This is an optimization exercise on Yosys and OpenROAD, whose aim is small area and a short achievable clock period, not a production implementation.
In this exercise RTL edits were held to simulation tests only and were not proved equivalent to the original.
Power figures rest on the tool's default switching activity, not on a simulated workload.

==> flow/design.v <==
package usb_fifo_pkg;
  function automatic integer ptr_w(input integer depth);
    ptr_w = $clog2(depth) + 1;
  endfunction
  function automatic integer last_bit(input integer data_w);
    last_bit = data_w;
  endfunction
endpackage
module fifo_aoi222 (
  input  logic a1, a2, b1, b2, c1, c2,
  output logic y
);
  assign y = ~((a1 & a2) | (b1 & b2) | (c1 & c2));
endmodule
module fifo_nand4 (
  input  logic a, b, c, d,
  output logic y
);
  assign y = ~(a & b & c & d);
endmodule
module fifo_nand2 (
  input  logic a, b,
  output logic y
);
  assign y = ~(a & b);
endmodule
module fifo_nor2 (
  input  logic a, b,
  output logic y
);
  assign y = ~(a | b);
endmodule
module fifo_nand3 (
  input  logic a, b, c,
  output logic y
);
  assign y = ~(a & b & c);
endmodule
module fifo_aoi22 (
  input  logic a1, a2, b1, b2,
  output logic y
);
  assign y = ~((a1 & a2) | (b1 & b2));
endmodule
module fifo_aoi_row #(
  parameter int N  = 16,
  parameter int NG = (N + 2) / 3
) (
  input  logic [N-1:0]  s,
  input  logic [N-1:0]  d,
  output logic [NG-1:0] y
);
  for (genvar i = 0; i < N / 3; i++) begin : g_a
    fifo_aoi222 u (
      .a1 (s[3*i]),   .a2 (d[3*i]),
      .b1 (s[3*i+1]), .b2 (d[3*i+1]),
      .c1 (s[3*i+2]), .c2 (d[3*i+2]),
      .y  (y[i])
    );
  end
  if (N % 3 == 2) begin : g_r2
    fifo_aoi22 u (.a1(s[N-2]), .a2(d[N-2]), .b1(s[N-1]), .b2(d[N-1]), .y(y[NG-1]));
  end
  if (N % 3 == 1) begin : g_r1
    fifo_nand2 u (.a(s[N-1]), .b(d[N-1]), .y(y[NG-1]));
  end
endmodule
module fifo_nand_row #(
  parameter int N  = 6,
  parameter int NG = (N + 2) / 3
) (
  input  logic [N-1:0]  a,
  output logic [NG-1:0] y
);
  for (genvar i = 0; i < N / 3; i++) begin : g_a
    fifo_nand3 u (.a(a[3*i]), .b(a[3*i+1]), .c(a[3*i+2]), .y(y[i]));
  end
  if (N % 3 == 2) begin : g_r2
    fifo_nand2 u (.a(a[N-2]), .b(a[N-1]), .y(y[NG-1]));
  end
  if (N % 3 == 1) begin : g_r1
    assign y[NG-1] = ~a[N-1];
  end
endmodule
module fifo_o21ai (
  input  logic a1, a2, b1,
  output logic y
);
  assign y = ~((a1 | a2) & b1);
endmodule
module fifo_gate_row #(
  parameter int N   = 16,
  parameter int K   = 4,
  parameter bit NOR = 1'b0,
  parameter int NG  = (N + K - 1) / K
) (
  input  logic [N-1:0]  a,
  output logic [NG-1:0] y
);
  for (genvar g = 0; g < NG; g++) begin : g_g
    localparam int W = (N - K * g < K) ? N - K * g : K;
    logic [W-1:0] x;
    assign x = a[K*g +: W];
    if (W == 1) begin : g_1
      assign y[g] = ~x[0];
    end else if (NOR) begin : g_nor
      if (W == 2) begin : g_2
        fifo_nor2 u (.a(x[0]), .b(x[1]), .y(y[g]));
      end else begin : g_w
        assign y[g] = ~|x;
      end
    end else begin : g_nand
      if (W == 2) begin : g_2
        fifo_nand2 u (.a(x[0]), .b(x[1]), .y(y[g]));
      end else if (W == 3) begin : g_3
        fifo_nand3 u (.a(x[0]), .b(x[1]), .c(x[2]), .y(y[g]));
      end else begin : g_4
        fifo_nand4 u (.a(x[0]), .b(x[1]), .c(x[2]), .d(x[3]), .y(y[g]));
      end
    end
  end
endmodule
module fifo_rd_bit #(
  parameter int NL = 16,
  parameter int NH = 16
) (
  input  logic [NL-1:0]    lo,
  input  logic [NH-1:0]    hi,
  input  logic [NL*NH-1:0] d,
  output logic             q
);
  localparam int NA = (NL + 2) / 3;       
  localparam int NB = (NA + 2) / 3;       
  localparam int N1 = (NH + 3) / 4;       
  localparam int N2 = (N1 + 1) / 2;       
  logic [NH-1:0] r_n;                     
  logic [N1-1:0] t1;
  logic [N2-1:0] t2;
  for (genvar h = 0; h < NH; h++) begin : g_row
    logic [NA-1:0] a_y;
    logic [NB-1:0] p;
    fifo_aoi_row #(.N(NL)) u_a (.s(lo), .d(d[NL*h +: NL]), .y(a_y));
    fifo_gate_row #(.N(NA), .K(3)) u_b (.a(a_y), .y(p));
    if (NB == 2) begin : g_o
      fifo_o21ai u_h (.a1(p[0]), .a2(p[1]), .b1(hi[h]), .y(r_n[h]));
    end else begin : g_n
      fifo_nand2 u_h (.a(p[0]), .b(hi[h]), .y(r_n[h]));
    end
  end
  fifo_gate_row #(.N(NH), .K(4)) u_t1 (.a(r_n), .y(t1));
  if (N1 == 1) begin : g_q1
    assign q = t1[0];
  end else begin : g_q2
    fifo_gate_row #(.N(N1), .K(2), .NOR(1'b1)) u_t2 (.a(t1), .y(t2));
    if (N2 == 1) begin : g_q3
      assign q = ~t2[0];
    end else begin : g_q4
      fifo_gate_row #(.N(N2), .K(4)) u_t3 (.a(t2), .y(q));
    end
  end
endmodule
module sdp_ram #(
  parameter int WIDTH = 9,
  parameter int DEPTH = 256,
  parameter int NL    = 16,
  parameter int NH    = DEPTH / NL
) (
  input  logic             clk,
  input  logic             we,
  input  logic [NL-1:0]    wlo,
  input  logic [NH-1:0]    whi_n,
  input  logic [WIDTH-1:0] wdata,
  input  logic [NL-1:0]    rlo,
  input  logic [NH-1:0]    rhi,
  output logic [WIDTH-1:0] rdata
);
  logic [WIDTH-1:0] mem [DEPTH];
  logic [NL-1:0]    wlo_n;
  logic [DEPTH-1:0] wsel;
  for (genvar l = 0; l < NL; l++) begin : g_wlo
    fifo_nand2 u (.a(we), .b(wlo[l]), .y(wlo_n[l]));
  end
  for (genvar i = 0; i < DEPTH; i++) begin : g_sel
    fifo_nor2 u_w (.a(wlo_n[i % NL]), .b(whi_n[i / NL]), .y(wsel[i]));
  end
  always_ff @(posedge clk) begin
    for (int i = 0; i < DEPTH; i++) begin
      if (wsel[i]) begin
        mem[i] <= wdata;
      end
    end
  end
  for (genvar b = 0; b < WIDTH; b++) begin : g_rd
    logic [DEPTH-1:0] col;
    for (genvar i = 0; i < DEPTH; i++) begin : g_col
      assign col[i] = mem[i][b];
    end
    fifo_rd_bit #(.NL(NL), .NH(NH)) u (.lo(rlo), .hi(rhi), .d(col), .q(rdata[b]));
  end
endmodule
module usb_pkt_fifo #(
  parameter int DATA_W    = 8,
  parameter int DEPTH     = 256,
  parameter int AFULL_LVL = DEPTH - 8,
  parameter int PKT_W     = 8
) (
  input  logic                     clk,
  input  logic                     rst,
  input  logic                     wr_valid,
  input  logic [DATA_W-1:0]        wr_data,
  input  logic                     wr_last,
  input  logic                     wr_discard,
  output logic                     wr_ready,
  output logic                     wr_afull,
  output logic                     wr_overflow,
  output logic                     rd_valid,
  output logic [DATA_W-1:0]        rd_data,
  output logic                     rd_last,
  input  logic                     rd_ready,
  output logic [$clog2(DEPTH):0]   level,
  output logic [PKT_W-1:0]         pkt_count
);
  localparam int PW = usb_fifo_pkg::ptr_w(DEPTH);
  localparam int AW = PW - 1;
  localparam int EW = ((DATA_W) + 1);
  localparam int LB = usb_fifo_pkg::last_bit(DATA_W);
  localparam int LW = AW / 2;
  localparam int NL = 1 << LW;
  localparam int NH = DEPTH / NL;
  localparam logic [PKT_W-1:0] PKT_MAX = '1;
  logic [AW-1:0] wr_ptr;
  logic [AW-1:0] commit_ptr;
  logic [NL-1:0] rlo;
  logic [NH-1:0] rhi;
  logic [PW-1:0] clevel;
  logic          drop;
  logic          wr_ok;            
  logic          full;
  logic          rewind;
  logic          accept;
  logic          commit;
  logic          rd_fire;
  logic          avail;
  logic          load;
  logic          ovf;
  logic [EW-1:0] ram_q;
  logic [EW-1:0] head_q;
  assign full     = level[PW-1];
  assign wr_ready = !full && !rst;
  assign ovf     = wr_valid && full;
  assign rewind  = wr_discard || (drop && wr_valid && wr_last);
  assign accept  = wr_valid && wr_ok && !wr_discard;
  assign commit  = accept && wr_last;
  assign rd_fire = rd_valid && rd_ready;
  assign avail   = (clevel[PW-1:1] != '0) || (!rd_valid && clevel[0]);
  assign load    = avail && (!rd_valid || rd_ready);
  assign rd_data = head_q[DATA_W-1:0];
  assign rd_last = head_q[LB];
  function automatic logic afull_of(input logic [PW-1:0] v);
    afull_of = v >= PW'(AFULL_LVL);
  endfunction
  logic [PW-1:0] lvl_p1, lvl_m1, clv_m1;
  logic [AW-1:0] wr_ptr_p1;
  logic [PKT_W-1:0] pkt_up, pkt_dn;
  assign lvl_p1    = level + PW'(1);
  assign lvl_m1    = level - PW'(1);
  assign clv_m1    = clevel - PW'(1);
  assign wr_ptr_p1 = wr_ptr + AW'(1);
  assign pkt_up    = (pkt_count != PKT_MAX) ? pkt_count + PKT_W'(1) : pkt_count;
  assign pkt_dn    = (pkt_count != '0) ? pkt_count - PKT_W'(1) : pkt_count;
  logic [PW-1:0] level_nx, clevel_nx;
  logic          afull_nx;
  logic          drop_nx;
  always_comb begin
    if (rewind) begin
      level_nx = rd_fire ? clv_m1 : clevel;
      afull_nx = rd_fire ? afull_of(clv_m1) : afull_of(clevel);
    end else if (accept) begin
      level_nx = rd_fire ? level : lvl_p1;
      afull_nx = rd_fire ? afull_of(level) : afull_of(lvl_p1);
    end else begin
      level_nx = rd_fire ? lvl_m1 : level;
      afull_nx = rd_fire ? afull_of(lvl_m1) : afull_of(level);
    end
    if (commit) clevel_nx = rd_fire ? level : lvl_p1;
    else        clevel_nx = rd_fire ? clv_m1 : clevel;
    drop_nx = rewind ? 1'b0 : (drop || ovf);
  end
  logic [NL-1:0] wlo;
  logic [NH-1:0] whi_n;
  always_comb begin
    for (int l = 0; l < NL; l++) wlo[l] = (wr_ptr[LW-1:0] == l);
    for (int h = 0; h < NH; h++) whi_n[h] = (wr_ptr[AW-1:LW] != h);
  end
  sdp_ram #(
    .WIDTH (EW),
    .DEPTH (DEPTH),
    .NL    (NL)
  ) u_ram (
    .clk   (clk),
    .we    (accept),
    .wlo   (wlo),
    .whi_n (whi_n),
    .wdata ({wr_last, wr_data}),
    .rlo   (rlo),
    .rhi   (rhi),
    .rdata (ram_q)
  );
  always_ff @(posedge clk) begin
    if (load) begin
      head_q <= ram_q;
    end
  end
  always_ff @(posedge clk) begin
    if (rst) begin
      wr_ptr      <= '0;
      commit_ptr  <= '0;
      rlo         <= {{(NL-1){1'b0}}, 1'b1};
      rhi         <= {{(NH-1){1'b0}}, 1'b1};
      level       <= '0;
      clevel      <= '0;
      wr_afull    <= 1'b0;
      drop        <= 1'b0;
      wr_ok       <= 1'b1;
      rd_valid    <= 1'b0;
      wr_overflow <= 1'b0;
      pkt_count   <= '0;
    end else begin
      wr_overflow <= ovf;
      level       <= level_nx;
      clevel      <= clevel_nx;
      wr_afull    <= afull_nx;
      drop        <= drop_nx;
      wr_ok       <= !level_nx[PW-1] && !drop_nx;
      if (rewind) begin
        wr_ptr <= commit_ptr;
      end else if (accept) begin
        wr_ptr <= wr_ptr_p1;
      end
      if (commit) begin
        commit_ptr <= wr_ptr_p1;
      end
      if (load) begin
        rlo      <= {rlo[NL-2:0], rlo[NL-1]};
        if (rlo[NL-1]) begin
          rhi    <= {rhi[NH-2:0], rhi[NH-1]};
        end
        rd_valid <= 1'b1;
      end else if (rd_fire) begin
        rd_valid <= 1'b0;
      end
      case ({commit, rd_fire && rd_last})
        2'b10:   pkt_count <= pkt_up;
        2'b01:   pkt_count <= pkt_dn;
        default: ;
      endcase
    end
  end
endmodule
==> flow/run.sh <==
#!/bin/bash
# synth_recipe.tcl (not shown) runs the flow's synth.tcl, then flattens the netlist and writes it again
# the make line also repeats each setting of config.mk as NAME=value (left out here)
make -C /OpenROAD-flow-scripts/flow DESIGN_CONFIG=/design/flow/config.mk WORK_HOME=/design/flow/orfs CLKGATE_MAP_FILE= SYNTH_SCRIPT=/design/flow/synth_recipe.tcl finish
==> flow/config.mk <==
export PLATFORM = sky130hd
export DESIGN_NAME = usb_pkt_fifo
export DESIGN_NICKNAME = usb_pkt_fifo
export VERILOG_FILES = /design/flow/design.v
export SDC_FILE = /design/flow/constraint.sdc
export NUM_CORES = 4
export LEC_CHECK = 0
export CAP_MARGIN = 20
export CORE_MARGIN = 2
export CORE_UTILIZATION = 50
export CTS_CLUSTER_DIAMETER = 100
export CTS_CLUSTER_SIZE = 30
export SETUP_SLACK_MARGIN = 2.4
export SLEW_MARGIN = 20
export SYNTH_HIERARCHICAL = 1
export SYNTH_MINIMUM_KEEP_SIZE = 0
==> flow/constraint.sdc <==
create_clock -name core_clock -period 5.0 [get_ports {clk}]
set_input_delay 1.0000 -clock core_clock [delete_from_list [all_inputs] [get_ports {clk}]]
set_output_delay 1.0000 -clock core_clock [all_outputs]
set_load 0.01 [all_outputs]
==> results.ini <==
[global_routing]
grt.overflow.total = 0
grt_pass1_wl_mm = 357
grt_pass1_vias = 46800
grt_use_total_pct = 28.9
grt_max_degree = 116
antenna_found_initial = 8

[yosys]
synthTopCellsByArea = edfxtp_1 81%, a222oi_1 8.5%, dfxtp_1 1.9%, nand3_1 1.8%, nor2_1 1.5%
async_flop_share_pct = 0
synth_nets = 4578
yosysSeqAreaShare_pct = 83.2
synth_common_cells = 2313 x edfxtp_1, 721 x a222oi_1, 347 x nor2_1
synth_top_area_share_pct = 81.4
synth.most_common_cell = edfxtp_1
synth-edff-count = 2313
ys_seq_elements = 2392
netlist_area_mm2 = 0.0853
synth_cells = 4547
synth_top_cell_by_area = edfxtp_1
yosysWarnings = 9
ys_types = 62
avgSynthCellArea_um2 = 18.8
ys.flop_type = edfxtp_1

[routing]
num_vias = 50700
via_per_inst = 7.04
wl_per_cell_um = 35.8
detail_route.iter0.violations = 11600
ant_nets = 0
wirelength_mm = 258
drtPass1Iterations = 10
drc = 0

[timing]
final-hold-violation-count = 0
relSlewSlack_pct = 25.8
finalClockSkew_ns = 0.0559
fin_setup_tns_ns = 0
maxSlewViolCount = 0
rsz0062_at_grt = yes
finalSetupViolCount = 0
tightest_slew_ns = 1.11
max_freq_ghz = 0.348
layout_min_cycle_time_ns = 2.87
period_share_pct = 57.4
hold_ws_ns = 0.468

[worst_setup_path]
arrival_ns = 3.39
criticalPathCategory = reg2reg
crit_path_end_kind = register
crit_required_ns = 5.52
startpoint_type = register
path_max_fanout = 8

[clock_tree]
worstSkewPairLatency_ns = 0.78
cts_made_buffers = 91
cts.sinks = 2392
h-tree-depth = 3
ctsHoldBuffers = 0
clock_path_buffers = 3
root_buffer = clkbuf_16
cts_tree = yes
cts.clk_slew.worst_paths_ns = 0.12

[final_layout]
layout-drive-gt1-share_pct = 14.7
area_growth_pct = 12.3
nFillCells = 12600
nNetsFinal = 4946

[floorplan]
coreArea_mm2 = 0.169
initial_utilization_pct = 50.4
rows = 151
die_width_um = 417
die_h_um = 417
io_pins = 44
fp.dieArea_mm2 = 0.174

[placed_design]
gpl.final_weighted_congestion = 0.889
hpwl_mm = 140
io_buffers = 43

[power]
p_per_area_mw_per_mm2 = 364
ir_worst_vdd_uv = 422
power_leakage_nw = 28.9

[min_path]
hp-class = reg2reg

[job]
max_cap_viol_count = 0

[status]
status = finished clean

==> per-stage QoR <==
step	worst slack, ns	power [mW]	cells	utilization [%]	instance area (um^2)
3_5_place_dp	0.844	25.3	6927	53.2	90100
3_3_place_gp	0.934	25.3	6927	53.2	90100
4_1_cts	2.28	34.8	7178	56.3	95400
5_1_grt	2.16	35.7	7197	56.5	95800
6_report	2.13	34.9	7204	56.5	95800
2_1_floorplan	2.06	23.9	4547	-	85500
==> modules after synthesis (local to each module, per instance), excerpt <==
| module | times used | flip-flops and latches | cell area [um^2] |
|---|---|---|---|
| fifo_nand2 | 169 | 0 | 3.75 |
| fifo_nor2 | 274 | 0 | 3.75 |
| usb_pkt_fifo | 1 | 88 | 4890 |
| fifo_aoi222 | 720 | 0 | 10.0 |
| fifo_nand4 | 36 | 0 | 6.26 |
| fifo_o21ai | 144 | 0 | 5.00 |
==> final timing paths <==
path                               startpoint            end  slack, ns  cells past startpoint
worst max register to register         rlo[6]      head_q[3]       2.13                      7
worst min-delay path            commit_ptr[1]  commit_ptr[1]       0.47                      2
worst min register to register  commit_ptr[1]  commit_ptr[1]       0.47                      2
worst max-delay path                   rlo[6]      head_q[3]       2.13                      7
==> registers in the layout, indices dropped and copies added (netlist names), 8 cells and up <==
signal,count
commit_ptr,8
head_q,9
rhi,16
clevel,9
u_ram.mem,2304
rlo,16
level,9
wr_ptr,8
pkt_count,8
==> layout by cell type, fill, tap and decap left out, drive strengths merged, types with 5 or more instances in the layout <==
master       Yosys  routed
a21oi           53      53
a221oi          11      11
nor3            16      16
ha              16      16
xnor2           24      24
a211oi          18      18
buf             19     277
dlygate4sd2      0      29
mux2i            5       5
xor2             8       8
and2            16      16
o21ai          159     159
a222oi         721     721
clkbuf          24     151
nand3          310     310
nor2           347     353
dfxtp           79      79
edfxtp        2313    2313
and3             7       7
nand4           42      42
nor2b            7       7
nand2          272     272
diode            0       7
inv             16      21
a31oi            5       5
==> per-layer routing <==
| layer | vias up | global-route usage [%] | part of all wire, % |
|---|---|---|---|
| met1 | 26100 | 43.6 | 40 |
| met4 | 0 | 9.74 | 3.7 |
| met2 | 3659 | 42.6 | 44 |
| li1 | 20600 | - | - |
| met5 | - | 0 | 0 |
| met3 | 374 | 5.48 | 12 |
==> worst max-delay path, cell delays in order, from the launching register on <==
cell and delay (ns):
dfxtp_4 0.48, buf_16 0.21, a222oi_1 0.46, nand3_1 0.21
o21ai_2 0.25, nand4_1 0.45, nor2_4 0.41, nand2_1 0.10
==> where the power goes <==
part           internal (mW)  switching, mW  total (mW)
Combinational          0.971           2.21        3.18
Clock                   3.63           5.86        9.49
Sequential              22.0          0.152        22.2
Total                   26.6           8.22        34.9
==> logic make-up (layout without fill, tap and decap cells) <==
| group | Yosys count | after routing | share of synthesized area, % |
|---|---|---|---|
| flops | 2392 | 2392 | 83.2 |
| simple gates | 1041 | 1047 | 5.39 |
| compound gates | 1000 | 1000 | 10.4 |
| buf+inv | 59 | 485 | 0.317 |
| xor+xnor | 32 | 32 | 0.328 |
| fa+ha+maj | 17 | 17 | 0.258 |
| mux | 6 | 6 | 0.0850 |
| other cells | 0 | 7 | 0 |
==> what timing repair did <==
item	in CTS	in global routing
buffers inserted	79	17
endpoints found under the setup margin	2230	316
resized for setup	428	52
gates cloned	15	2
pin swaps	98	69
==> area by class of cell <==
cell class | count | area [um^2] | area share [%]
Sequential cell | 2392 | 71200 | 74.3
Multi-Input combinational cell | 2102 | 15400 | 16.1
Timing Repair Buffer | 312 | 3670 | 3.83
Tap cell | 2218 | 2780 | 2.90
Clock buffer | 148 | 2560 | 2.68
Clock inverter | 9 | 136 | 0.142
Inverter | 16 | 80.1 | 0.0836
Antenna cell | 7 | 17.5 | 0.0183

-- re-timing with driven ports --
The flow's constraints put no driver on any port. The routed layout listed below was extracted and timed again, unchanged, in two steps. Step 1, drivers: a clkbuf_16 drives clk and a buf_2 each remaining input, both assumed. Step 2 adds t to the input delays and takes it off the output delays; t is the mean of the earliest and latest rising clock arrival at the registers after step 1. Input paths then give back, and output paths get back, about the clock's delay inside the block. Three values: ideal ports, drivers, drivers and shift; two values: the first two.
shift t [ns]: 0.845
slack for setup (ns): 2.130 / 2.130 / 1.614
worst hold slack (ns): 0.468 / 0.468 / 0.468
clock arrival spread, ns: 0.064 / 0.065
After both steps this run still meets setup and hold. For this run, drivers alone change the setup slack by 0.000 ns; drivers and shift together by -0.516 ns.
